Background: an optimization exercise with open tools, aiming at small area and a short achievable clock period. Do not read the settings as production practice.
Only simulation tests tie the RTL to the original design; equivalence was not proved.
Power and IR drop assume default switching activity.

== try-umber ==
Design executeUnit, start of the top module:
module executeUnit (
  input  logic         Clk,
  input  logic         reset,
  input  logic [150:0] idExIn,
  output logic [106:0] exMemOut
);
Size: ~260 flip-flops, ~0.014 sq mm of cells after synthesis.
Settings: LEC_CHECK=0, CAP_MARGIN=20, CORE_MARGIN=2, CORE_UTILIZATION=40, SETUP_SLACK_MARGIN=2.95, SLEW_MARGIN=20; clock period 5.0 ns.
standard.sh (not shown) runs the stock make flow with config.mk's settings and CLKGATE_MAP_FILE= SYNTH_SCRIPT=/design/flow/synth_recipe.tcl, a recipe that flattens the netlist after the stock synthesis.
==> flow/flow/run.sh <==
#!/bin/bash
# Own layout flow: the standard ORFS flow with four changes.
#  * ABC maps for delay (dch; map -D) instead of ORFS's area-recovering script.
#  * Yosys does not extract full/half adder cells, so ABC sees the whole
#    carry logic (ADDER_MAP_FILE empty).
#  * Clock tree from clkbuf_8 cells, without dummy loads.
#  * Port buffers are buf_2 cells instead of clkdlybuf4s50_1 delay cells.
# The synthesis itself is otherwise ORFS's (synth_recipe.tcl), so the registers
# and their names are the standard synthesis's.
set -euo pipefail
W=$PWD
rm -rf "$W/scripts_own"
cp -r "$FLOW_HOME/scripts" "$W/scripts_own"
cp "$W/flow/abc_speed.script" "$W/scripts_own/abc_speed.script"
export SCRIPTS_DIR="$W/scripts_own"
export ADDER_MAP_FILE=
export BUFFER_PORTS_ARGS="-buffer_cell sky130_fd_sc_hd__buf_2"
export CTS_ARGS="-sink_clustering_enable -repair_clock_nets -buf_list sky130_fd_sc_hd__clkbuf_8 -dont_use_dummy_load"
bash standard.sh synth > "$W/own_synth.log" 2>&1
bash standard.sh > "$W/own_layout.log" 2>&1
==> flow/flow/abc_speed.script <==
strash
dch
map -D 800
buffer -p
upsize -D 800
dnsize -D 800
stime -p
Edits applied to the flow inputs when going from try-umber to try-amber:
Settings: swapping 40 for 30 in CORE_UTILIZATION; swapping 2.95 for 2.9 in SETUP_SLACK_MARGIN.
### Flow results
try-amber finished every step from synthesis to the final layout, and the layout passed the timing, design-rule and antenna checks. Relative slew slack: try-umber vs try-amber — no meaningful difference. try-amber vs try-umber, routed wire length went up by about 4%. Post-CTS resize count went down by more than a quarter going from try-umber to try-amber. Summary — non-clock buffer count, try-amber relative to try-umber: lower, by 12. Of try-amber and try-umber, the run reporting the lower power was try-amber. Worst setup slack after placement: try-amber lower than try-umber.
### try-amber -> try-xenon
Settings: CORE_UTILIZATION: 30 -> 55; PLACE_DENSITY: unset -> 0.7.
diff --git a/flow/flow/run.sh b/flow/flow/run.sh
--- a/flow/flow/run.sh
+++ b/flow/flow/run.sh
@@ -2 +2 @@
-# Own layout flow: the standard ORFS flow with four changes.
+# Own layout flow: the standard ORFS flow with three changes.
@@ -6 +5,0 @@
-#  * Clock tree from clkbuf_8 cells, without dummy loads.
@@ -18 +16,0 @@
-export CTS_ARGS="-sink_clustering_enable -repair_clock_nets -buf_list sky130_fd_sc_hd__clkbuf_8 -dont_use_dummy_load"
Findings:
try-xenon | stages: all done | timing, DRC, antenna: all pass
Between try-amber and try-xenon, core utilization is lower for try-amber, try-xenon comes in above that.
The via count was comparable across try-amber and try-xenon.
Diff try-amber -> try-xenon | routed wire length | down by a few percent
Total placed cells including tap cells (lower): try-xenon
Comparing try-amber and try-xenon, the higher largest fanout on the critical path is on try-xenon.
On routability congestion estimate from global placement, try-amber tracks try-xenon almost exactly.
Fmax in try-xenon vs try-amber: down about 2.5%
Compared try-xenon vs try-amber, and worst slack after detailed placement is down in try-xenon.
Edits applied to the flow inputs when going from try-xenon to try-nickel:
Settings: CORE_UTILIZATION: 55 -> 40; SETUP_SLACK_MARGIN: 2.9 -> 2.8; PLACE_DENSITY: 0.7 -> unset.
diff --git a/flow/flow/run.sh b/flow/flow/run.sh
--- a/flow/flow/run.sh
+++ b/flow/flow/run.sh
@@ -2 +2 @@
-# Own layout flow: the standard ORFS flow with three changes.
+# Own layout flow: the standard ORFS flow with these changes.
@@ -6 +6,3 @@
-#  * Port buffers are buf_2 cells instead of clkdlybuf4s50_1 delay cells.
+#  * Clock tree from clkbuf_8 cells, without dummy loads.
+#  * Port buffers: buf_2 on outputs (before global placement), buf_1 on
+#    inputs (right after it), instead of clkdlybuf4s50_1 delay cells.
@@ -16 +18,3 @@
-export BUFFER_PORTS_ARGS="-buffer_cell sky130_fd_sc_hd__buf_2"
+export BUFFER_PORTS_ARGS="-outputs -buffer_cell sky130_fd_sc_hd__buf_2"
+export POST_GLOBAL_PLACE_TCL="$W/flow/post_gpl.tcl"
+export CTS_ARGS="-sink_clustering_enable -repair_clock_nets -buf_list sky130_fd_sc_hd__clkbuf_8 -dont_use_dummy_load"
==> flow/flow/post_gpl.tcl (new file) <==
# Input ports get the smallest buffer; the output ports were buffered with
# buf_2 before global placement (they drive the 10 fF output load).
buffer_ports -inputs -buffer_cell sky130_fd_sc_hd__buf_1
estimate_parasitics -placement
==> run summary <==
Against try-xenon, detailed placer's ending HPWL in try-nickel came out better. Number of clock buffer instances in the layout (try-xenon / try-nickel): 0.78. Combinational power, try-nickel and try-xenon: higher on try-xenon.
[inputs] try-raven vs try-nickel
Settings: swapping 2.8 for 2.9 in SETUP_SLACK_MARGIN; putting TNS_END_PERCENT at 20 where nothing was set.
diff --git a/flow/flow/run.sh b/flow/flow/run.sh
--- a/flow/flow/run.sh
+++ b/flow/flow/run.sh
@@ -2 +2 @@
-# Own layout flow: the standard ORFS flow with these changes.
+# Own layout flow: the standard ORFS flow with four changes.
@@ -7,2 +7 @@
-#  * Port buffers: buf_2 on outputs (before global placement), buf_1 on
-#    inputs (right after it), instead of clkdlybuf4s50_1 delay cells.
+#  * Port buffers are buf_2 cells instead of clkdlybuf4s50_1 delay cells.
@@ -18,2 +17 @@
-export BUFFER_PORTS_ARGS="-outputs -buffer_cell sky130_fd_sc_hd__buf_2"
-export POST_GLOBAL_PLACE_TCL="$W/flow/post_gpl.tcl"
+export BUFFER_PORTS_ARGS="-buffer_cell sky130_fd_sc_hd__buf_2"
removed: flow/flow/post_gpl.tcl
==> run summary <==
- The final layout from try-raven, which completed every stage, passed the timing, design-rule and antenna checks at the end of the flow.
- Between try-raven and try-nickel, the difference in clock network power share is negligible.
- Between try-raven and try-nickel, the power in sequential cells does not differ in any meaningful way.
- Looking only at met2 routing resource usage after global routing, and setting everything else aside, the higher value of try-raven and try-nickel goes to try-raven.
- Est. power | try-raven vs try-nickel | try-raven higher
- When try-raven is set beside try-nickel, its fraction of area in multi-input gates turns out to be 0.97 points smaller.
- Side by side, final core utilization turned out higher in try-raven than in try-nickel.
- Cell area | try-raven vs try-nickel | try-raven larger
- Compared with try-nickel, try-raven shows a lower non-clock inverter total of the final layout.

==> static timing again, ports no longer ideal <==
Ports are ideal in the flow. The routed layouts listed here were re-timed in OpenROAD.
Step 1 assumes that a clkbuf_16 drives the clock port and a buf_2 every other input.
Step 2 adds t to the input delays and takes it off the output delays; t is the mean of the earliest and latest rising clock arrival at the registers after step 1. Input paths then give back, and output paths get back, about the clock's delay inside the block.
a / b / c = ideal ports / drivers / drivers and shift; a / b = the first two.
run | t (ns) | setup slack, ns | latest minus earliest clock arrival (ns) | worst data-port slew with drivers (ns)
try-umber | 0.641 | 2.826 / 2.833 / 2.192 | 0.065 / 0.064 | 0.10
try-amber | 0.649 | 2.810 / 2.813 / 2.164 | 0.080 / 0.080 | 0.13
try-xenon | 0.606 | 2.753 / 2.784 / 2.178 | 0.012 / 0.012 | 0.13
try-nickel | 0.630 | 2.773 / 2.775 / 2.145 | 0.058 / 0.058 | 0.05
try-raven | 0.646 | 2.810 / 2.792 / 2.146 | 0.078 / 0.078 | 0.11
After both steps every run listed still meets setup and hold. For try-raven, which loses most, drivers alone change the setup slack by -0.018 ns; drivers and shift together by -0.664 ns.
